Source: an optimization exercise on an open RTL-to-GDS flow (aim: small area and few clock cycles). Production flows keep margins and buffers that such runs may drop. The RTL was checked by simulation tests, not by an equivalence proof against the original design. Power and IR drop assume default switching activity.

==> design/flow/config.mk <==
export PLATFORM = sky130hd
export DESIGN_NAME = pot_oversample_ema_hysteresis_top
export DESIGN_NICKNAME = pot_oversample_ema_hysteresis_top
export VERILOG_FILES = /design/flow/design.v
export SDC_FILE = /design/flow/constraint.sdc
export NUM_CORES = 4
export LEC_CHECK = 0
export CAP_MARGIN = 5
export CORE_MARGIN = 2
export CORE_UTILIZATION = 60
export CTS_BUF_LIST = sky130_fd_sc_hd__clkbuf_8
export CTS_CLUSTER_DIAMETER = 50
export CTS_CLUSTER_SIZE = 24
export GPL_TIMING_DRIVEN = 0
export SLEW_MARGIN = 5
==> design/flow/constraint.sdc <==
create_clock -name core_clock -period 20.0 [get_ports {clk}]
set_input_delay 4.0000 -clock core_clock [delete_from_list [all_inputs] [get_ports {clk}]]
set_output_delay 4.0000 -clock core_clock [all_outputs]
set_load 0.01 [all_outputs]
==> design/flow/design.v <==
`timescale 1ns / 1ps
package pot_ema_pkg;
    localparam int CHANNELS            = 8;
    localparam int SAMPLES_PER_AVERAGE = 16;
    localparam int CH_W     = 3;
    localparam int SAMPLE_W = 12;
    localparam int SUM_W    = 16;
    localparam int CNT_W    = 4;
    localparam int AVG_W    = 24;
    localparam int FRAC_W   = 8;
    localparam int LEVEL_W  = 16;
    localparam int WEIGHT_W = 8;
    localparam int THRESH_W = 16;
    localparam int CFG_W    = 16;
    localparam int CFG_IDX_W = 1;
    localparam logic [CNT_W-1:0] BLOCK_END = CNT_W'(SAMPLES_PER_AVERAGE % 16);
    localparam logic [WEIGHT_W-1:0] WEIGHT_RESET = 8'd26;
    localparam logic [THRESH_W-1:0] THRESH_RESET = 16'd328;
    localparam logic [CFG_IDX_W-1:0] REG_WEIGHT    = 1'b0;
    localparam logic [CFG_IDX_W-1:0] REG_THRESHOLD = 1'b1;
    typedef struct packed {
        logic [CH_W-1:0]     channel;
        logic [SAMPLE_W-1:0] sample;
    } in_t;
    typedef struct packed {
        logic [CH_W-1:0]    report_channel;
        logic [LEVEL_W-1:0] smoothed_level;
    } out_t;
    typedef struct packed {
        logic [WEIGHT_W-1:0] smoothing_weight;
        logic [THRESH_W-1:0] report_threshold;
    } cfg_t;
endpackage
`timescale 1ns / 1ps
module pot_ema_cfg (
    input  logic                            clk,
    input  logic                            rst_n,
    input  logic                            cfg_write,
    input  logic [pot_ema_pkg::CFG_IDX_W-1:0] cfg_index,
    input  logic [pot_ema_pkg::CFG_W-1:0]   cfg_data,
    output pot_ema_pkg::cfg_t               cfg
);
    pot_ema_pkg::cfg_t cfg_reg;
    always_ff @(posedge clk or negedge rst_n)
    begin
        if (!rst_n)
        begin
            cfg_reg.smoothing_weight <= pot_ema_pkg::WEIGHT_RESET;
            cfg_reg.report_threshold <= pot_ema_pkg::THRESH_RESET;
        end
        else if (cfg_write)
        begin
            unique case (cfg_index)
                pot_ema_pkg::REG_WEIGHT:
                    cfg_reg.smoothing_weight <= cfg_data[pot_ema_pkg::WEIGHT_W-1:0];
                pot_ema_pkg::REG_THRESHOLD:
                    cfg_reg.report_threshold <= cfg_data[pot_ema_pkg::THRESH_W-1:0];
                default:
                begin
                end
            endcase
        end
    end
    assign cfg = cfg_reg;
endmodule
`timescale 1ns / 1ps
module pot_ema_core (
    input  logic               clk,
    input  logic               rst_n,
    input  logic               in_valid,
    output logic               in_ready,
    input  pot_ema_pkg::in_t   in_req,
    input  pot_ema_pkg::cfg_t  cfg,
    input  logic               res_full,
    output logic               res_valid,
    output pot_ema_pkg::out_t  res,
    output pot_ema_pkg::out_t  tap
);
    localparam int NC = pot_ema_pkg::CHANNELS;
    logic [15:0] sum_q  [NC];
    logic [3:0]  cnt_q  [NC];
    logic [23:0] avg_q  [NC];
    logic [15:0] last_q [NC];
    logic [NC-1:0] vld_q;
    logic [NC-1:0] never_q;
    logic [2:0]  phase;
    logic [15:0] sum0;
    logic [3:0]  cnt0;
    logic [23:0] avg0;
    logic        fire;
    logic [11:0] x;
    logic [15:0] s;
    logic [3:0]  n;
    logic        done;
    logic [15:0] level;
    logic        report;
    logic [15:0] sum_n;
    logic [3:0]  cnt_n;
    logic [23:0] avg_n;
    logic [15:0] last_n;
    assign sum0 = sum_q[0];
    assign cnt0 = cnt_q[0];
    assign avg0 = avg_q[0];
    assign in_ready = (in_req.channel == phase) && vld_q[0] && !((cnt0 == 4'd15) && res_full);
    assign fire     = in_valid && in_ready;
    logic [23:0] a;
    logic        thr;
    assign x    = in_req.sample & {12{fire}};
    assign n    = cnt0 + 4'(fire);
    assign done = fire && (cnt0 == 4'd15);
    pot_ema_dp u_dp (
        .S0  (sum0),
        .x   (x),
        .A0  (avg0),
        .w   (cfg.smoothing_weight),
        .L   (last_q[0]),
        .T   (cfg.report_threshold),
        .s   (s),
        .a   (a),
        .thr (thr)
    );
    assign level  = a[23:8];
    assign report = done && (never_q[0] || thr);
    assign sum_n  = s & {16{vld_q[0] & !done}};
    assign cnt_n  = n & {4{vld_q[0]}};
    assign avg_n  = (a & {24{vld_q[0] & done}}) | (avg0 & {24{vld_q[0] & !done}});
    assign last_n = (level & {16{report}}) | (last_q[0] & {16{!report}});
    always_ff @(posedge clk)
    begin
        for (int i = 0; i < NC-1; i++)
        begin
            sum_q[i]  <= sum_q[i+1];
            cnt_q[i]  <= cnt_q[i+1];
            avg_q[i]  <= avg_q[i+1];
            last_q[i] <= last_q[i+1];
        end
        sum_q[NC-1]  <= sum_n;
        cnt_q[NC-1]  <= cnt_n;
        avg_q[NC-1]  <= avg_n;
        last_q[NC-1] <= last_n;
    end
    always_ff @(posedge clk or negedge rst_n)
    begin
        if (!rst_n)
        begin
            vld_q   <= '0;
            never_q <= '1;
            phase   <= '0;
        end
        else
        begin
            vld_q   <= {1'b1, vld_q[NC-1:1]};
            never_q <= {never_q[0] & !report, never_q[NC-1:1]};
            phase   <= phase + 3'd1;
        end
    end
    assign res_valid          = report;
    assign res.report_channel = phase;
    assign res.smoothed_level = level;
    assign tap.report_channel = phase - 3'd1;
    assign tap.smoothed_level = last_q[NC-1];
endmodule
module pot_ema_dp (
    input  logic [15:0] S0,
    input  logic [11:0] x,
    input  logic [23:0] A0,
    input  logic [7:0]  w,
    input  logic [15:0] L,
    input  logic [15:0] T,
    output logic [15:0] s,
    output logic [23:0] a,
    output logic        thr
);
    logic [24:0] d;
    logic [16:0] e;
    logic [15:0] sa_a, sa_b;
    logic [16:0] sa;
    logic [2:0] sa_k0;
    logic [2:0] sa_k1;
    logic [2:0] sa_k2;
    logic [2:0] sa_k3;
    logic [2:0] sa_k4;
    logic [2:0] sa_k5;
    logic [2:0] sa_k6;
    logic [2:0] sa_k7;
    logic [24:0] da_a, da_b;
    logic [25:0] da;
    logic [2:0] da_k0;
    logic [2:0] da_k1;
    logic [2:0] da_k2;
    logic [2:0] da_k3;
    logic [2:0] da_k4;
    logic [2:0] da_k5;
    logic [2:0] da_k6;
    logic [2:0] da_k7;
    logic [2:0] da_k8;
    logic [2:0] da_k9;
    logic [2:0] da_k10;
    logic [2:0] da_k11;
    logic [1:0] da_k12;
    logic [26:0] pp0;
    logic [25:0] pp1;
    logic [25:0] pp2;
    logic [25:0] pp3;
    logic [25:0] pp4;
    logic [25:0] pp5;
    logic [25:0] pp6;
    logic [25:0] pp7;
    logic [57:0] f0a, f0b, f0c, f0s, f0y;
    logic [1:0] h0a, h0b, h0s, h0y;
    logic [47:0] f1a, f1b, f1c, f1s, f1y;
    logic [1:0] h1a, h1b, h1s, h1y;
    logic [26:0] f2a, f2b, f2c, f2s, f2y;
    logic [0:0] h2a, h2b, h2s, h2y;
    logic [28:0] f3a, f3b, f3c, f3s, f3y;
    logic [0:0] h3a, h3b, h3s, h3y;
    logic [31:0] ta_a, ta_b;
    logic [32:0] ta;
    logic [2:0] ta_k0;
    logic [2:0] ta_k1;
    logic [2:0] ta_k2;
    logic [2:0] ta_k3;
    logic [2:0] ta_k4;
    logic [2:0] ta_k5;
    logic [2:0] ta_k6;
    logic [2:0] ta_k7;
    logic [2:0] ta_k8;
    logic [2:0] ta_k9;
    logic [2:0] ta_k10;
    logic [2:0] ta_k11;
    logic [2:0] ta_k12;
    logic [2:0] ta_k13;
    logic [2:0] ta_k14;
    logic [2:0] ta_k15;
    logic [15:0] ea_a, ea_b;
    logic [16:0] ea;
    logic [2:0] ea_k0;
    logic [2:0] ea_k1;
    logic [2:0] ea_k2;
    logic [2:0] ea_k3;
    logic [2:0] ea_k4;
    logic [2:0] ea_k5;
    logic [2:0] ea_k6;
    logic [2:0] ea_k7;
    logic [15:0] c1_a, c1_b;
    logic [16:0] c1;
    logic [2:0] c1_k0;
    logic [2:0] c1_k1;
    logic [2:0] c1_k2;
    logic [2:0] c1_k3;
    logic [2:0] c1_k4;
    logic [2:0] c1_k5;
    logic [2:0] c1_k6;
    logic [2:0] c1_k7;
    logic [15:0] c2_a, c2_b;
    logic [16:0] c2;
    logic [2:0] c2_k0;
    logic [2:0] c2_k1;
    logic [2:0] c2_k2;
    logic [2:0] c2_k3;
    logic [2:0] c2_k4;
    logic [2:0] c2_k5;
    logic [2:0] c2_k6;
    logic [2:0] c2_k7;
    assign sa_a = S0;
    assign sa_b = {4'd0, x};
    assign sa_k0 = {1'b0, sa_a[1:0]} + {1'b0, sa_b[1:0]} + 3'(1'b0);
    assign sa_k1 = {1'b0, sa_a[3:2]} + {1'b0, sa_b[3:2]} + 3'(sa_k0[2]);
    assign sa_k2 = {1'b0, sa_a[5:4]} + {1'b0, sa_b[5:4]} + 3'(sa_k1[2]);
    assign sa_k3 = {1'b0, sa_a[7:6]} + {1'b0, sa_b[7:6]} + 3'(sa_k2[2]);
    assign sa_k4 = {1'b0, sa_a[9:8]} + {1'b0, sa_b[9:8]} + 3'(sa_k3[2]);
    assign sa_k5 = {1'b0, sa_a[11:10]} + {1'b0, sa_b[11:10]} + 3'(sa_k4[2]);
    assign sa_k6 = {1'b0, sa_a[13:12]} + {1'b0, sa_b[13:12]} + 3'(sa_k5[2]);
    assign sa_k7 = {1'b0, sa_a[15:14]} + {1'b0, sa_b[15:14]} + 3'(sa_k6[2]);
    assign sa = {sa_k7[2], sa_k7[1:0], sa_k6[1:0], sa_k5[1:0], sa_k4[1:0], sa_k3[1:0], sa_k2[1:0], sa_k1[1:0], sa_k0[1:0]};
    assign s = sa[15:0];
    assign da_a = {1'b0, s, 8'd0};
    assign da_b = {1'b1, ~A0};
    assign da_k0 = {1'b0, da_a[1:0]} + {1'b0, da_b[1:0]} + 3'(1'b1);
    assign da_k1 = {1'b0, da_a[3:2]} + {1'b0, da_b[3:2]} + 3'(da_k0[2]);
    assign da_k2 = {1'b0, da_a[5:4]} + {1'b0, da_b[5:4]} + 3'(da_k1[2]);
    assign da_k3 = {1'b0, da_a[7:6]} + {1'b0, da_b[7:6]} + 3'(da_k2[2]);
    assign da_k4 = {1'b0, da_a[9:8]} + {1'b0, da_b[9:8]} + 3'(da_k3[2]);
    assign da_k5 = {1'b0, da_a[11:10]} + {1'b0, da_b[11:10]} + 3'(da_k4[2]);
    assign da_k6 = {1'b0, da_a[13:12]} + {1'b0, da_b[13:12]} + 3'(da_k5[2]);
    assign da_k7 = {1'b0, da_a[15:14]} + {1'b0, da_b[15:14]} + 3'(da_k6[2]);
    assign da_k8 = {1'b0, da_a[17:16]} + {1'b0, da_b[17:16]} + 3'(da_k7[2]);
    assign da_k9 = {1'b0, da_a[19:18]} + {1'b0, da_b[19:18]} + 3'(da_k8[2]);
    assign da_k10 = {1'b0, da_a[21:20]} + {1'b0, da_b[21:20]} + 3'(da_k9[2]);
    assign da_k11 = {1'b0, da_a[23:22]} + {1'b0, da_b[23:22]} + 3'(da_k10[2]);
    assign da_k12 = {1'b0, da_a[24:24]} + {1'b0, da_b[24:24]} + 2'(da_k11[2]);
    assign da = {da_k12[1], da_k12[0:0], da_k11[1:0], da_k10[1:0], da_k9[1:0], da_k8[1:0], da_k7[1:0], da_k6[1:0], da_k5[1:0], da_k4[1:0], da_k3[1:0], da_k2[1:0], da_k1[1:0], da_k0[1:0]};
    assign d = da[24:0];
    assign pp0 = {~(w[0] & d[24]), w[0] & d[24], {24{w[0]}} & d[23:0]};
    assign pp1 = {~(w[1] & d[24]), {24{w[1]}} & d[23:0]};
    assign pp2 = {~(w[2] & d[24]), {24{w[2]}} & d[23:0]};
    assign pp3 = {~(w[3] & d[24]), {24{w[3]}} & d[23:0]};
    assign pp4 = {~(w[4] & d[24]), {24{w[4]}} & d[23:0]};
    assign pp5 = {~(w[5] & d[24]), {24{w[5]}} & d[23:0]};
    assign pp6 = {~(w[6] & d[24]), {24{w[6]}} & d[23:0]};
    assign pp7 = {~(w[7] & d[24]), {24{w[7]}} & d[23:0]};
    assign f0a = {pp3[24], pp5[21], pp2[24], pp6[19], pp3[22], pp0[25], pp6[18], pp3[21], pp0[24], pp6[17], pp3[20], pp0[23], pp6[16], pp3[19], pp0[22], pp6[15], pp3[18], pp0[21], pp6[14], pp3[17], pp0[20], pp6[13], pp3[16], pp0[19], pp6[12], pp3[15], pp0[18], pp6[11], pp3[14], pp0[17], pp6[10], pp3[13], pp0[16], pp6[9], pp3[12], pp0[15], pp6[8], pp3[11], pp0[14], pp6[7], pp3[10], pp0[13], pp6[6], pp3[9], pp0[12], pp6[5], pp3[8], pp0[11], pp6[4], pp3[7], pp0[10], pp6[3], pp3[6], pp0[9], pp3[5], pp0[8], pp3[4], pp0[7]};
    assign f0b = {pp4[23], pp6[20], pp3[23], pp7[18], pp4[21], pp1[24], pp7[17], pp4[20], pp1[23], pp7[16], pp4[19], pp1[22], pp7[15], pp4[18], pp1[21], pp7[14], pp4[17], pp1[20], pp7[13], pp4[16], pp1[19], pp7[12], pp4[15], pp1[18], pp7[11], pp4[14], pp1[17], pp7[10], pp4[13], pp1[16], pp7[9], pp4[12], pp1[15], pp7[8], pp4[11], pp1[14], pp7[7], pp4[10], pp1[13], pp7[6], pp4[9], pp1[12], pp7[5], pp4[8], pp1[11], pp7[4], pp4[7], pp1[10], pp7[3], pp4[6], pp1[9], pp7[2], pp4[5], pp1[8], pp4[4], pp1[7], pp4[3], pp1[6]};
    assign f0c = {pp5[22], pp7[19], pp4[22], A0[17], pp5[20], pp2[23], A0[16], pp5[19], pp2[22], A0[15], pp5[18], pp2[21], A0[14], pp5[17], pp2[20], A0[13], pp5[16], pp2[19], A0[12], pp5[15], pp2[18], A0[11], pp5[14], pp2[17], A0[10], pp5[13], pp2[16], A0[9], pp5[12], pp2[15], A0[8], pp5[11], pp2[14], A0[7], pp5[10], pp2[13], A0[6], pp5[9], pp2[12], A0[5], pp5[8], pp2[11], A0[4], pp5[7], pp2[10], A0[3], pp5[6], pp2[9], A0[2], pp5[5], pp2[8], A0[1], pp5[4], pp2[7], pp5[3], pp2[6], pp5[2], pp2[5]};
    assign f0s = f0a ^ f0b ^ f0c;
    assign f0y = (f0a & f0b) | (f0c & (f0a | f0b));
    assign h0a = {pp6[2], pp0[6]};
    assign h0b = {pp7[1], pp1[5]};
    assign h0s = h0a ^ h0b;
    assign h0y = h0a & h0b;
    assign f1a = {pp5[24], pp7[21], pp4[24], f0y[55], pp6[21], f0y[54], A0[18], f0s[52], f0y[49], f0s[49], f0y[46], f0s[46], f0y[43], f0s[43], f0y[40], f0s[40], f0y[37], f0s[37], f0y[34], f0s[34], f0y[31], f0s[31], f0y[28], f0s[28], f0y[25], f0s[25], f0y[22], f0s[22], f0y[19], f0s[19], f0y[16], f0s[16], f0y[13], f0s[13], f0y[10], f0s[10], f0y[7], f0s[7], f0y[4], f0s[5], f0y[2], f0s[2], A0[0], f0s[0], pp6[1], pp5[1], pp2[4], pp0[5]};
    assign f1b = {pp6[23], A0[20], pp5[23], f0y[56], pp7[20], f0s[55], f0y[52], f0s[53], f0y[50], f0s[50], f0y[47], f0s[47], f0y[44], f0s[44], f0y[41], f0s[41], f0y[38], f0s[38], f0y[35], f0s[35], f0y[32], f0s[32], f0y[29], f0s[29], f0y[26], f0s[26], f0y[23], f0s[23], f0y[20], f0s[20], f0y[17], f0s[17], f0y[14], f0s[14], f0y[11], f0s[11], f0y[8], f0s[8], f0y[5], f0s[6], f0y[3], f0s[3], f0y[0], f0s[1], pp7[0], pp6[0], pp3[3], pp1[4]};
    assign f1c = {pp7[22], f0y[57], pp6[22], f0s[57], A0[19], f0s[56], f0y[53], f0s[54], f0y[51], f0s[51], f0y[48], f0s[48], f0y[45], f0s[45], f0y[42], f0s[42], f0y[39], f0s[39], f0y[36], f0s[36], f0y[33], f0s[33], f0y[30], f0s[30], f0y[27], f0s[27], f0y[24], f0s[24], f0y[21], f0s[21], f0y[18], f0s[18], f0y[15], f0s[15], f0y[12], f0s[12], f0y[9], f0s[9], f0y[6], h0y[1], f0s[4], h0s[1], f0y[1], h0y[0], 1'b1, h0s[0], pp4[2], pp2[3]};
    assign f1s = f1a ^ f1b ^ f1c;
    assign f1y = (f1a & f1b) | (f1c & (f1a | f1b));
    assign h1a = {pp3[2], pp0[4]};
    assign h1b = {pp4[1], pp1[3]};
    assign h1s = h1a ^ h1b;
    assign h1y = h1a & h1b;
    assign f2a = {pp6[24], A0[21], f1y[43], f1y[41], f1y[39], f1y[37], f1y[35], f1y[33], f1y[31], f1y[29], f1y[27], f1y[25], f1y[23], f1y[21], f1y[19], f1y[17], f1y[15], f1y[13], f1y[11], f1y[9], f1y[7], f1y[5], f1y[3], f1y[1], f1y[0], pp5[0], pp2[2]};
    assign f2b = {pp7[23], f1y[45], f1y[44], f1y[42], f1y[40], f1y[38], f1y[36], f1y[34], f1y[32], f1y[30], f1y[28], f1y[26], f1y[24], f1y[22], f1y[20], f1y[18], f1y[16], f1y[14], f1y[12], f1y[10], f1y[8], f1y[6], f1y[4], f1y[2], f1s[1], f1s[0], pp3[1]};
    assign f2c = {A0[22], f1y[46], f1s[45], f1s[43], f1s[41], f1s[39], f1s[37], f1s[35], f1s[33], f1s[31], f1s[29], f1s[27], f1s[25], f1s[23], f1s[21], f1s[19], f1s[17], f1s[15], f1s[13], f1s[11], f1s[9], f1s[7], f1s[5], f1s[3], f1s[2], h1y[0], pp4[0]};
    assign f2s = f2a ^ f2b ^ f2c;
    assign f2y = (f2a & f2b) | (f2c & (f2a | f2b));
    assign h2a = {pp0[3]};
    assign h2b = {pp1[2]};
    assign h2s = h2a ^ h2b;
    assign h2y = h2a & h2b;
    assign f3a = {pp7[24], f1y[47], f1s[47], f1s[46], f1s[44], f1s[42], f1s[40], f1s[38], f1s[36], f1s[34], f1s[32], f1s[30], f1s[28], f1s[26], f1s[24], f1s[22], f1s[20], f1s[18], f1s[16], f1s[14], f1s[12], f1s[10], f1s[8], f1s[6], f1s[4], h1y[1], h1s[1], h1s[0], pp2[1]};
    assign f3b = {A0[23], f2y[25], f2y[24], f2y[23], f2y[22], f2y[21], f2y[20], f2y[19], f2y[18], f2y[17], f2y[16], f2y[15], f2y[14], f2y[13], f2y[12], f2y[11], f2y[10], f2y[9], f2y[8], f2y[7], f2y[6], f2y[5], f2y[4], f2y[3], f2y[2], f2y[1], f2y[0], f2s[0], pp3[0]};
    assign f3c = {f2y[26], f2s[26], f2s[25], f2s[24], f2s[23], f2s[22], f2s[21], f2s[20], f2s[19], f2s[18], f2s[17], f2s[16], f2s[15], f2s[14], f2s[13], f2s[12], f2s[11], f2s[10], f2s[9], f2s[8], f2s[7], f2s[6], f2s[5], f2s[4], f2s[3], f2s[2], f2s[1], h2y[0], h2s[0]};
    assign f3s = f3a ^ f3b ^ f3c;
    assign f3y = (f3a & f3b) | (f3c & (f3a | f3b));
    assign h3a = {pp0[2]};
    assign h3b = {pp1[1]};
    assign h3s = h3a ^ h3b;
    assign h3y = h3a & h3b;
    assign ta_a = {f3y[27], f3y[26], f3y[25], f3y[24], f3y[23], f3y[22], f3y[21], f3y[20], f3y[19], f3y[18], f3y[17], f3y[16], f3y[15], f3y[14], f3y[13], f3y[12], f3y[11], f3y[10], f3y[9], f3y[8], f3y[7], f3y[6], f3y[5], f3y[4], f3y[3], f3y[2], f3y[1], f3y[0], f3s[0], pp2[0], pp0[1], pp0[0]};
    assign ta_b = {f3s[28], f3s[27], f3s[26], f3s[25], f3s[24], f3s[23], f3s[22], f3s[21], f3s[20], f3s[19], f3s[18], f3s[17], f3s[16], f3s[15], f3s[14], f3s[13], f3s[12], f3s[11], f3s[10], f3s[9], f3s[8], f3s[7], f3s[6], f3s[5], f3s[4], f3s[3], f3s[2], f3s[1], h3y[0], h3s[0], pp1[0], 1'b0};
    assign ta_k0 = {1'b0, ta_a[1:0]} + {1'b0, ta_b[1:0]} + 3'(1'b0);
    assign ta_k1 = {1'b0, ta_a[3:2]} + {1'b0, ta_b[3:2]} + 3'(ta_k0[2]);
    assign ta_k2 = {1'b0, ta_a[5:4]} + {1'b0, ta_b[5:4]} + 3'(ta_k1[2]);
    assign ta_k3 = {1'b0, ta_a[7:6]} + {1'b0, ta_b[7:6]} + 3'(ta_k2[2]);
    assign ta_k4 = {1'b0, ta_a[9:8]} + {1'b0, ta_b[9:8]} + 3'(ta_k3[2]);
    assign ta_k5 = {1'b0, ta_a[11:10]} + {1'b0, ta_b[11:10]} + 3'(ta_k4[2]);
    assign ta_k6 = {1'b0, ta_a[13:12]} + {1'b0, ta_b[13:12]} + 3'(ta_k5[2]);
    assign ta_k7 = {1'b0, ta_a[15:14]} + {1'b0, ta_b[15:14]} + 3'(ta_k6[2]);
    assign ta_k8 = {1'b0, ta_a[17:16]} + {1'b0, ta_b[17:16]} + 3'(ta_k7[2]);
    assign ta_k9 = {1'b0, ta_a[19:18]} + {1'b0, ta_b[19:18]} + 3'(ta_k8[2]);
    assign ta_k10 = {1'b0, ta_a[21:20]} + {1'b0, ta_b[21:20]} + 3'(ta_k9[2]);
    assign ta_k11 = {1'b0, ta_a[23:22]} + {1'b0, ta_b[23:22]} + 3'(ta_k10[2]);
    assign ta_k12 = {1'b0, ta_a[25:24]} + {1'b0, ta_b[25:24]} + 3'(ta_k11[2]);
    assign ta_k13 = {1'b0, ta_a[27:26]} + {1'b0, ta_b[27:26]} + 3'(ta_k12[2]);
    assign ta_k14 = {1'b0, ta_a[29:28]} + {1'b0, ta_b[29:28]} + 3'(ta_k13[2]);
    assign ta_k15 = {1'b0, ta_a[31:30]} + {1'b0, ta_b[31:30]} + 3'(ta_k14[2]);
    assign ta = {ta_k15[2], ta_k15[1:0], ta_k14[1:0], ta_k13[1:0], ta_k12[1:0], ta_k11[1:0], ta_k10[1:0], ta_k9[1:0], ta_k8[1:0], ta_k7[1:0], ta_k6[1:0], ta_k5[1:0], ta_k4[1:0], ta_k3[1:0], ta_k2[1:0], ta_k1[1:0], ta_k0[1:0]};
    assign a = ta[31:8];
    assign ea_a = a[23:8];
    assign ea_b = ~L;
    assign ea_k0 = {1'b0, ea_a[1:0]} + {1'b0, ea_b[1:0]} + 3'(1'b1);
    assign ea_k1 = {1'b0, ea_a[3:2]} + {1'b0, ea_b[3:2]} + 3'(ea_k0[2]);
    assign ea_k2 = {1'b0, ea_a[5:4]} + {1'b0, ea_b[5:4]} + 3'(ea_k1[2]);
    assign ea_k3 = {1'b0, ea_a[7:6]} + {1'b0, ea_b[7:6]} + 3'(ea_k2[2]);
    assign ea_k4 = {1'b0, ea_a[9:8]} + {1'b0, ea_b[9:8]} + 3'(ea_k3[2]);
    assign ea_k5 = {1'b0, ea_a[11:10]} + {1'b0, ea_b[11:10]} + 3'(ea_k4[2]);
    assign ea_k6 = {1'b0, ea_a[13:12]} + {1'b0, ea_b[13:12]} + 3'(ea_k5[2]);
    assign ea_k7 = {1'b0, ea_a[15:14]} + {1'b0, ea_b[15:14]} + 3'(ea_k6[2]);
    assign ea = {ea_k7[2], ea_k7[1:0], ea_k6[1:0], ea_k5[1:0], ea_k4[1:0], ea_k3[1:0], ea_k2[1:0], ea_k1[1:0], ea_k0[1:0]};
    assign e = {~ea[16], ea[15:0]};
    assign c1_a = e[15:0];
    assign c1_b = ~T;
    assign c1_k0 = {1'b0, c1_a[1:0]} + {1'b0, c1_b[1:0]} + 3'(1'b0);
    assign c1_k1 = {1'b0, c1_a[3:2]} + {1'b0, c1_b[3:2]} + 3'(c1_k0[2]);
    assign c1_k2 = {1'b0, c1_a[5:4]} + {1'b0, c1_b[5:4]} + 3'(c1_k1[2]);
    assign c1_k3 = {1'b0, c1_a[7:6]} + {1'b0, c1_b[7:6]} + 3'(c1_k2[2]);
    assign c1_k4 = {1'b0, c1_a[9:8]} + {1'b0, c1_b[9:8]} + 3'(c1_k3[2]);
    assign c1_k5 = {1'b0, c1_a[11:10]} + {1'b0, c1_b[11:10]} + 3'(c1_k4[2]);
    assign c1_k6 = {1'b0, c1_a[13:12]} + {1'b0, c1_b[13:12]} + 3'(c1_k5[2]);
    assign c1_k7 = {1'b0, c1_a[15:14]} + {1'b0, c1_b[15:14]} + 3'(c1_k6[2]);
    assign c1 = {c1_k7[2], c1_k7[1:0], c1_k6[1:0], c1_k5[1:0], c1_k4[1:0], c1_k3[1:0], c1_k2[1:0], c1_k1[1:0], c1_k0[1:0]};
    assign c2_a = e[15:0];
    assign c2_b = T;
    assign c2_k0 = {1'b0, c2_a[1:0]} + {1'b0, c2_b[1:0]} + 3'(1'b0);
    assign c2_k1 = {1'b0, c2_a[3:2]} + {1'b0, c2_b[3:2]} + 3'(c2_k0[2]);
    assign c2_k2 = {1'b0, c2_a[5:4]} + {1'b0, c2_b[5:4]} + 3'(c2_k1[2]);
    assign c2_k3 = {1'b0, c2_a[7:6]} + {1'b0, c2_b[7:6]} + 3'(c2_k2[2]);
    assign c2_k4 = {1'b0, c2_a[9:8]} + {1'b0, c2_b[9:8]} + 3'(c2_k3[2]);
    assign c2_k5 = {1'b0, c2_a[11:10]} + {1'b0, c2_b[11:10]} + 3'(c2_k4[2]);
    assign c2_k6 = {1'b0, c2_a[13:12]} + {1'b0, c2_b[13:12]} + 3'(c2_k5[2]);
    assign c2_k7 = {1'b0, c2_a[15:14]} + {1'b0, c2_b[15:14]} + 3'(c2_k6[2]);
    assign c2 = {c2_k7[2], c2_k7[1:0], c2_k6[1:0], c2_k5[1:0], c2_k4[1:0], c2_k3[1:0], c2_k2[1:0], c2_k1[1:0], c2_k0[1:0]};
    assign thr = (e[16] & !c2[16]) | (!e[16] & c1[16]);
endmodule
`timescale 1ns / 1ps
module pot_ema_out (
    input  logic               clk,
    input  logic               rst_n,
    input  logic               res_valid,
    output logic               res_full,
    input  pot_ema_pkg::out_t  res,
    input  pot_ema_pkg::out_t  tap,
    output logic               out_valid,
    input  logic               out_ready,
    output pot_ema_pkg::out_t  out_req
);
    logic                                hv_q, pv_q;
    pot_ema_pkg::out_t                   hd_q;
    logic [pot_ema_pkg::CH_W-1:0]        pch_q;
    logic                                free;
    logic                                tap_hit;
    logic                                direct;
    assign free     = !hv_q || out_ready;
    assign tap_hit  = pv_q && (tap.report_channel == pch_q) && free;
    assign direct   = res_valid && free && !pv_q;
    assign res_full = pv_q && !tap_hit;
    always_ff @(posedge clk or negedge rst_n)
    begin
        if (!rst_n)
        begin
            hv_q <= 1'b0;
            pv_q <= 1'b0;
        end
        else
        begin
            hv_q <= tap_hit || direct || !free;
            pv_q <= (res_valid && !direct) || (pv_q && !tap_hit);
        end
    end
    always_ff @(posedge clk)
    begin
        if (free)
            hd_q <= (tap & {19{tap_hit}}) | (res & {19{!tap_hit}});
        if (res_valid)
            pch_q <= res.report_channel;
    end
    assign out_valid = hv_q;
    assign out_req   = hd_q;
endmodule
`timescale 1ns / 1ps
module pot_oversample_ema_hysteresis_top (
    input  logic                              clk,
    input  logic                              rst_n,
    input  logic                              in_valid,
    output logic                              in_ready,
    input  logic [14:0]                       in_req,
    output logic                              out_valid,
    input  logic                              out_ready,
    output logic [18:0]                       out_req,
    input  logic                              cfg_write,
    input  logic [pot_ema_pkg::CFG_IDX_W-1:0] cfg_index,
    input  logic [pot_ema_pkg::CFG_W-1:0]     cfg_data
);
    pot_ema_pkg::cfg_t cfg;
    pot_ema_pkg::out_t res;
    pot_ema_pkg::out_t tap;
    pot_ema_pkg::in_t  in_req_s;
    pot_ema_pkg::out_t out_req_s;
    assign in_req_s = in_req;
    assign out_req  = out_req_s;
    logic              res_valid;
    logic              res_full;
    pot_ema_cfg u_cfg (
        .clk       (clk),
        .rst_n     (rst_n),
        .cfg_write (cfg_write),
        .cfg_index (cfg_index),
        .cfg_data  (cfg_data),
        .cfg       (cfg)
    );
    pot_ema_core u_core (
        .clk       (clk),
        .rst_n     (rst_n),
        .in_valid  (in_valid),
        .in_ready  (in_ready),
        .in_req    (in_req_s),
        .cfg       (cfg),
        .res_full  (res_full),
        .res_valid (res_valid),
        .res       (res),
        .tap       (tap)
    );
    pot_ema_out u_out (
        .clk       (clk),
        .rst_n     (rst_n),
        .res_valid (res_valid),
        .res_full  (res_full),
        .res       (res),
        .tap       (tap),
        .out_valid (out_valid),
        .out_ready (out_ready),
        .out_req   (out_req_s)
    );
endmodule
==> design/flow/run.sh <==
#!/bin/bash
# synth_recipe.tcl (not shown) runs the flow's synth.tcl, then flattens the netlist and writes it again
# the make line also repeats each setting of config.mk as NAME=value (left out here)
make -C /OpenROAD-flow-scripts/flow DESIGN_CONFIG=/design/flow/config.mk WORK_HOME=/design/flow/orfs CLKGATE_MAP_FILE= SYNTH_SCRIPT=/design/flow/synth_recipe.tcl finish
==> run notes, run 1 <==
first-pass GRT wire length roughly 59000 um; slowest CP cell fa_1; leakage power total 0.00913 uW; worst hold margin around 300 ps; Hold Path Class reg -> reg; top post-synthesis cells by area dfxtp_1, fa_1, inv_1; Post-Syn Instances 1525; vias in the first global route 11000; Final ANT Viol Nets 0; num rows 67; GR Overflow Total 0; critical path class in -> reg; Worst Max-Slew Pin Slew about 950 ps; pwr/cell area just over 80 nW/um^2; CTS tree yes; CP Data Required Time just over 20000 ps; Synth Register Bits 547; synth cell count leaders dfxtp_1, inv_1, fa_1, nand2b_1, nand2_1; final core occ 0.682; routed vias/inst 4.85; slew margin rel. 0.365; fin crit period 19500 ps; Total GRT Usage 0.221; top-count cell post-synth dfxtp_1; fin nets 1964; Worst Path Arrival around 20000 ps; H-Tree Depth 2; share of cells above drive strength 1 0.123; Largest register FFs 192; max cap viols 0; crit start category input port; biggest regs u_core.avg_q (192), u_core.last_q (128), u_core.sum_q (128); Critical Path Most Common Cell fa_2; Initial Util 0.608; DRC 0; Setup crit end kind register; TritonCTS Buffers 40; Worst Setup Slack, final 499 ps; root buffer cell clkbuf_8; clk sinks 547; clock insertion delay at the later pin of the skew report about 630 ps; area growth from synthesis to layout 12.2%; Max IR drop VDD around 0.087 mV; placed cells 2031; crit-path max FO 6; Avg WL per Cell approximately 17 um; pin count of the biggest net entering global routing 39; # setup viols final 0; Inserted Diodes 0; drt pass-1 iters 5; dominant synthesized flop cell dfxtp_1; Critical Path Max Stage Delay 560 ps; crit share post-route 0.975; vias after detailed routing a little over 10000; max-slew violations 0; post-synth cell types 50; EDFF count, synth 22; clock tree buffer depth 3; Top-Level Pins 58; post-synthesis sequential area ratio 0.561; Syn Area/Cell 13.3 um^2; Synth area leader dfxtp_1; pre-CTS setup slack -1870 ps; initial DRC count a little over 400; area of the mapped netlist 20300 um^2; Reg with most FFs u_core.avg_q; Final Hold Fails 0; Non-Filler Instances 2119; async set-reset flop share out of synthesis 0.0823; f_max a little over 50 MHz; Die Y 188 um; antenna violations before repair 0; GP Congestion 0.854; Mapped Nets around 1800; routed wire length 36700 um; status complete, no violations; Die W between 150 and 200 um; buffers added on ports 57; post-synth top area share 0.472; die area 35400 um^2; HPWL Detailed 26900 um; Synth Warn # 11; clock skew 45.9 ps; Worst-path clk slew 120 ps; core area 33400 um^2
through the flow:
| stage | power, uW | setup TNS (ps) | area [um^2] |
|---|---|---|---|
| final | 1880 | 0 | 22800 |
| after global placement | 1260 | -34670 | 21600 |
| after global routing | 1950 | -82.1 | 22800 |
| after floorplan | 1210 | 0 | 20400 |
| after CTS | 1900 | 0 | 22700 |
| after detailed placement | 1260 | -36860 | 21600 |
critical path, delay by kind of cell:
family	cells	cell delay, ps
AOI/OAI and AO/OA	1	320
and+or+nand+nor	9	1880
xor gates and xnor gates	1	110
buffers and inverters	10	1220
adders and majority gates	32	12270
where the power goes:
part           switching [uW]  internal, uW  total (uW)
registers                13.7          1110        1130
logic                    65.0          47.5         112
clock network             387           253         639
total                     466          1410        1880
cell families (layout without fill, tap and decap cells):
kind of cell	Yosys count	count (layout)	synth area share
AOI/OAI and AO/OA	75	75	0.0243
xor gates and xnor gates	16	16	0.00689
adders and majority gates	285	285	0.258
buffers and inverters	270	416	0.0512
DFF	547	547	0.561
muxes	41	41	0.0218
other	1	1	0.000184
and+or+nand+nor	290	290	0.0762
layout by cell type, fill, tap and decap left out, types with 5 or more instances in the layout:
master	count
dfxtp_1	480
inv_1	229
fa_1	184
nand2b_1	111
nand2_1	69
ha_1	58
clkdlybuf4s50_1	54
clkbuf_8	42
fa_2	41
nor2_1	39
and2_1	34
dfrtp_1	31
clkbuf_1	28
mux2_2	26
a21oi_1	23
edfxtp_1	22
o22ai_1	15
mux2i_1	15
buf_4	14
dfstp_2	14
xnor2_1	11
nor2b_1	10
a31o_2	9
o21ai_0	7
a21o_1	6
inv_6	5
layout make-up:
class,count,area [um^2]
Multi-Input combinational cell,708,8080
Clock buffer,42,578
Fill cell,2466,10600
Clock inverter,29,383
Tap cell,448,561
Inverter,233,875
Buffer,37,166
Timing Repair Buffer,75,763
Sequential cell,547,11400
layer usage:
layer / up-vias / GRT usage / wire length (um)
met1: 5175 / 0.308 / 16800
met4: 0 / 0.0875 / 1410
li1: 4872 / - / -
met2: 155 / 0.351 / 17300
met3: 66 / 0.0339 / 1240
met5: - / 0 / 0
worst paths after layout:
kind                                     startpoint                  end  slack (ps)  cells after the start
max in group asynchronous                     rst_n    u_core.never_q[3]       16220                      2
worst max-delay path                     in_req[14]       u_out.pch_q[2]         500                     53
min in group asynchronous                     rst_n    u_cfg.cfg_reg[10]        3200                      1
worst min-delay path            u_core.avg_q[1][23]  u_core.avg_q[0][23]         300                      0
worst min register to register  u_core.avg_q[1][23]  u_core.avg_q[0][23]         300                      0
worst max register to register      u_core.phase[0]       u_out.pch_q[2]        3150                     55
repair_timing:
item | in CTS | in global routing
resized for setup | 15 | 20
pin swaps | 31 | 41
setup buffers | 10 | 6
endpoints found under the setup margin | 21 | 21
hold buffers | 0 | 0
gates cloned | 1 | 0
Testbench counts, summed over its fixed seeds: cycles 33,204.
==> run 2, diff against run 1 <==
--- a/design/flow/design.v
+++ b/design/flow/design.v
@@ -81,7 +81,7 @@
     logic [3:0]  cnt_q  [NC];
     logic [23:0] avg_q  [NC];
     logic [15:0] last_q [NC];
-    logic [NC-1:0] vld_q;
+    logic          clean_q;
     logic [NC-1:0] never_q;
     logic [2:0]  phase;
     logic [15:0] sum0;
@@ -101,7 +101,7 @@
     assign sum0 = sum_q[0];
     assign cnt0 = cnt_q[0];
     assign avg0 = avg_q[0];
-    assign in_ready = (in_req.channel == phase) && vld_q[0] && !((cnt0 == 4'd15) && res_full);
+    assign in_ready = (in_req.channel == phase) && clean_q && !((cnt0 == 4'd15) && res_full);
     assign fire     = in_valid && in_ready;
     logic [23:0] a;
     logic        thr;
@@ -121,9 +121,9 @@
     );
     assign level  = a[23:8];
     assign report = done && (never_q[0] || thr);
-    assign sum_n  = s & {16{vld_q[0] & !done}};
-    assign cnt_n  = n & {4{vld_q[0]}};
-    assign avg_n  = (a & {24{vld_q[0] & done}}) | (avg0 & {24{vld_q[0] & !done}});
+    assign sum_n  = s & {16{clean_q & !done}};
+    assign cnt_n  = n & {4{clean_q}};
+    assign avg_n  = (a & {24{clean_q & done}}) | (avg0 & {24{clean_q & !done}});
     assign last_n = (level & {16{report}}) | (last_q[0] & {16{!report}});
     always_ff @(posedge clk)
     begin
@@ -143,13 +143,13 @@
     begin
         if (!rst_n)
         begin
-            vld_q   <= '0;
+            clean_q <= 1'b0;
             never_q <= '1;
             phase   <= '0;
         end
         else
         begin
-            vld_q   <= {1'b1, vld_q[NC-1:1]};
+            clean_q <= clean_q || (phase == 3'(NC-1));
             never_q <= {never_q[0] & !report, never_q[NC-1:1]};
             phase   <= phase + 3'd1;
         end
--- a/design/flow/config.mk
+++ b/design/flow/config.mk
@@ -9,7 +9,7 @@
 export CORE_MARGIN = 2
 export CORE_UTILIZATION = 60
 export CTS_BUF_LIST = sky130_fd_sc_hd__clkbuf_8
-export CTS_CLUSTER_DIAMETER = 50
-export CTS_CLUSTER_SIZE = 24
+export CTS_CLUSTER_DIAMETER = 60
+export CTS_CLUSTER_SIZE = 20
 export GPL_TIMING_DRIVEN = 0
 export SLEW_MARGIN = 5
==> run notes, run 2 <==
crit start category input port (unchanged); Critical Path Most Common Cell fa_1 (was fa_2); vias after detailed routing 10100 (was 10300); root buffer cell clkbuf_8 (unchanged); slew margin rel. 0.364 (was 0.365); Post-Syn Instances 1517 (was 1525); clock insertion delay at the later pin of the skew report 610 ps (was 630 ps); GP Congestion 0.831 (was 0.854); TritonCTS Buffers 39 (was 40); Worst-path clk slew 120 ps (about the same); clock skew 33.4 ps (was 45.9 ps); leakage power total 0.00910 uW (was 0.00913 uW); biggest regs u_core.avg_q (192), u_core.last_q (128), u_core.sum_q (128) (unchanged); routed wire length 36200 um (was 36700 um); DRC 0 (unchanged); buffers added on ports 57 (unchanged); core area 33300 um^2 (was 33400 um^2); fin nets 1955 (was 1964); critical path class in -> reg (unchanged); most frequent cells in the layout dfxtp_1, inv_1, fa_1 (unchanged); switching share of power 0.299 (was 0.248); Comb pwr share 0.241 (was 0.060); Inserted Diodes 0 (unchanged); Seq pwr share 0.514 (was 0.600); Setup crit end kind register (unchanged); Avg WL per Cell 17.2 um (was 17.3 um); dominant synthesized flop cell dfxtp_1 (unchanged); final core occ 0.674 (was 0.682); GR Overflow Total 0 (unchanged); CTS tree yes (unchanged); max-slew violations 0 (unchanged); Largest register FFs 192 (unchanged); fin crit period 19460 ps (was 19500 ps); routed vias/inst 4.83 (was 4.85); Critical Path Max Stage Delay 600 ps (was 560 ps); Worst Path Arrival 19990 ps (was 19820 ps); crit-path max FO 8 (was 6); crit share post-route 0.973 (was 0.975); # setup viols final 0 (unchanged); post-synth cell types 49 (was 50); Sw Pwr 671 uW (was 466 uW); Synth Warn # 11 (unchanged); hold bufs inserted after CTS 0 (unchanged); R2R Path Start u_core.phase[0] (unchanged); Worst Setup Slack, final 538 ps (was 499 ps); post-synth top area share 0.477 (was 0.472); initial DRC count 474 (was 403); worst hold margin 301 ps (was 305 ps); die area 35100 um^2 (was 35400 um^2); Fill cells 2556 (was 2466); EDFF count, synth 22 (unchanged); drt pass-1 iters 5 (unchanged); Reg with most FFs u_core.avg_q (unchanged); pwr/cell area 100 nW/um^2 (was 82.3 nW/um^2); post-synthesis sequential area ratio 0.558 (was 0.561); top-count cell post-synth dfxtp_1 (unchanged); slowest CP cell fa_1 (unchanged); share of cells above drive strength 1 0.114 (was 0.123); unrepaired setup endpoints after global routing no; Die Y 187 um (was 188 um); top post-synthesis cells by area dfxtp_1, fa_1, inv_1 (unchanged); Synth area leader dfxtp_1 (unchanged); pre-CTS setup slack -1910 ps (was -1870 ps); HPWL Detailed 26400 um (was 26900 um); Initial Util 0.605 (was 0.608); Mapped Nets 1840 (was 1847); pin count of the biggest net entering global routing 36 (was 39); synth cell count leaders dfxtp_1, inv_1, fa_1, nand2b_1, nand2_1 (unchanged); HP Start u_core.last_q[4][0] (was u_core.avg_q[1][23]); max cap viols 0 (unchanged); Final ANT Viol Nets 0 (unchanged); Hold Path Class reg -> reg (unchanged); first-pass GRT wire length 58700 um (was 59500 um); f_max 51.4 MHz (was 51.3 MHz); commonest non-fill, non-tap cell in the layout dfxtp_1 (unchanged); area growth from synthesis to layout 11.3% (was 12.2%); H-Tree Depth 2 (unchanged); async set-reset flop share out of synthesis 0.0704 (was 0.0823); Worst Max-Slew Pin Slew 953 ps (was 952 ps); area of the mapped netlist 20100 um^2 (was 20300 um^2); Top-Level Pins 58 (unchanged); Synth Register Bits 540 (was 547); clk sinks 540 (was 547); Die W 187 um (was 188 um); Max IR drop VDD 0.0840 mV (was 0.0869 mV); antenna violations before repair 0 (unchanged); Final Hold Fails 0 (unchanged); num rows 67 (unchanged); status complete, no violations (unchanged); clock tree buffer depth 3 (unchanged); vias in the first global route 10900 (was 11000); CP Data Required Time 20530 ps (was 20320 ps); P_int 1570 uW (was 1410 uW); Syn Area/Cell 13.3 um^2 (about the same); Total GRT Usage 0.220 (was 0.221); Clock power frac 0.245 (was 0.341); CP startpoint in_req[14] (unchanged)
run 2: cell types whose count changed in the layout (fill, tap and decap cells not counted), moves of 3 or more:
cell,change
clkinv_2,-3
nand3_1,+9
dfrtp_1,-7
clkbuf_8,-3
fa_2,+5
inv_1,+5
a31o_2,-9
nor2_1,-9
o21ai_0,+9
inv_6,-4
fa_1,-5
run 2: stage by stage:
stage | TNS, ps | std cells | area, um^2 | total power, uW
6_report | 0 | 2100 | 22400 | 2250
5_1_grt | 0 | 2100 | 22400 | 2380
4_1_cts | -2040 | 2098 | 22300 | 2260
3_5_place_dp | -37040 | 2023 | 21400 | 1680
2_1_floorplan | 0 | 1517 | 20200 | 1490
3_3_place_gp | -35360 | 2022 | 21400 | 1660
run 2: per-layer routing:
layer / up-vias / GRT usage / wire length [um]
li1: 4831 / - / -
met2: 143 / 0.356 / 17200
met3: 60 / 0.0325 / 1250
met1: 5102 / 0.304 / 16500
met4: 0 / 0.0852 / 1270
met5: - / 0 / 0
run 2: repair_timing:
item                       in CTS  in global routing
gates cloned                    1                  0
setup endpoints to repair      21                 21
pin swaps                      26                 38
setup buffers                  13                  3
resized for setup              13                 33
run 2: power by group through the flow:
| stage | sequential, uW | combinational (uW) | clock (uW) |
|---|---|---|---|
| floorplan | 1180 | 317 | 0 |
| global route | 1160 | 607 | 610 |
| global placement | 1180 | 479 | 0 |
| detailed placement | 1180 | 497 | 0 |
| CTS | 1150 | 537 | 572 |
| finish | 1150 | 541 | 551 |
run 2: critical path, delay by kind of cell:
| family | cells | cell delay [ps] |
|---|---|---|
| xor+xnor | 4 | 680 |
| buf+inv | 7 | 1000 |
| compound gates | 2 | 690 |
| fa+ha+maj | 30 | 11590 |
| mux | 1 | 230 |
| simple gates | 8 | 1770 |
run 2: final timing paths:
kind | slack (ps) | cells past startpoint | to
worst min register to register | 300 | 0 | u_core.last_q[3][0]
worst max register to register | 3200 | 54 | u_core.last_q[7][9]
max in group asynchronous | 16320 | 2 | u_cfg.cfg_reg[20]
worst max-delay path | 540 | 52 | u_core.last_q[7][9]
min in group asynchronous | 3190 | 1 | u_cfg.cfg_reg[12]
worst min-delay path | 300 | 0 | u_core.last_q[3][0]
run 2: kinds of logic (layout without fill, tap and decap cells):
kind of cell / Yosys count / count (layout) / synth area share
AND/OR/NAND/NOR: 291 / 291 / 0.0778
AO/OA/AOI/OAI: 75 / 75 / 0.0229
multiplexers: 41 / 41 / 0.0220
flip-flops: 540 / 540 / 0.558
XOR/XNOR: 15 / 15 / 0.00652
buffers and inverters: 269 / 404 / 0.0515
adder cells (fa/ha/maj): 286 / 286 / 0.261
run 2: cell type report:
cell class	instances	area, um^2	area share
sequential	540	11200	0.501
multi-input combinational	708	8100	0.361
inverter	233	875	0.0390
timing repair buffer	75	743	0.0331
tap	448	561	0.0250
clock buffer	39	537	0.0239
clock inverter	22	211	0.00943
buffer	35	159	0.00709
Testbench counts of run 2, summed over its fixed seeds: cycles 33,204.

what the ideal ports hide:
Ports are ideal in the flow. The routed layouts listed here were re-timed in OpenROAD.
Step 1 (the two cells are an assumption about what drives the block):
set clk [get_ports {clk}]
set_driving_cell -lib_cell sky130_fd_sc_hd__clkbuf_16 $clk
set_driving_cell -lib_cell sky130_fd_sc_hd__buf_2 [delete_from_list [all_inputs] $clk]
Step 2 adds t to the input delays and takes it off the output delays; t is the mean of the earliest and latest rising clock arrival at the registers after step 1. Input paths then give back, and output paths get back, about the clock's delay inside the block.
a / b / c = ideal / step 1 / step 2; a / b = the first two.
run | t, ns | setup slack, ns | hold WS [ns] | slew at the worst register clock pin (ns)
run 1 | 0.657 | 0.499 / 0.522 / -0.135 | 0.305 / 0.305 / 0.305 | 0.12 / 0.12
run 2 | 0.645 | 0.538 / 0.556 / -0.090 | 0.301 / 0.301 / 0.301 | 0.12 / 0.12
With both steps, setup timing fails in run 1 and run 2, where it was met with ideal ports. The setup slack of run 1, which loses most, moves by +0.023 ns with the drivers and by -0.634 ns with both steps.
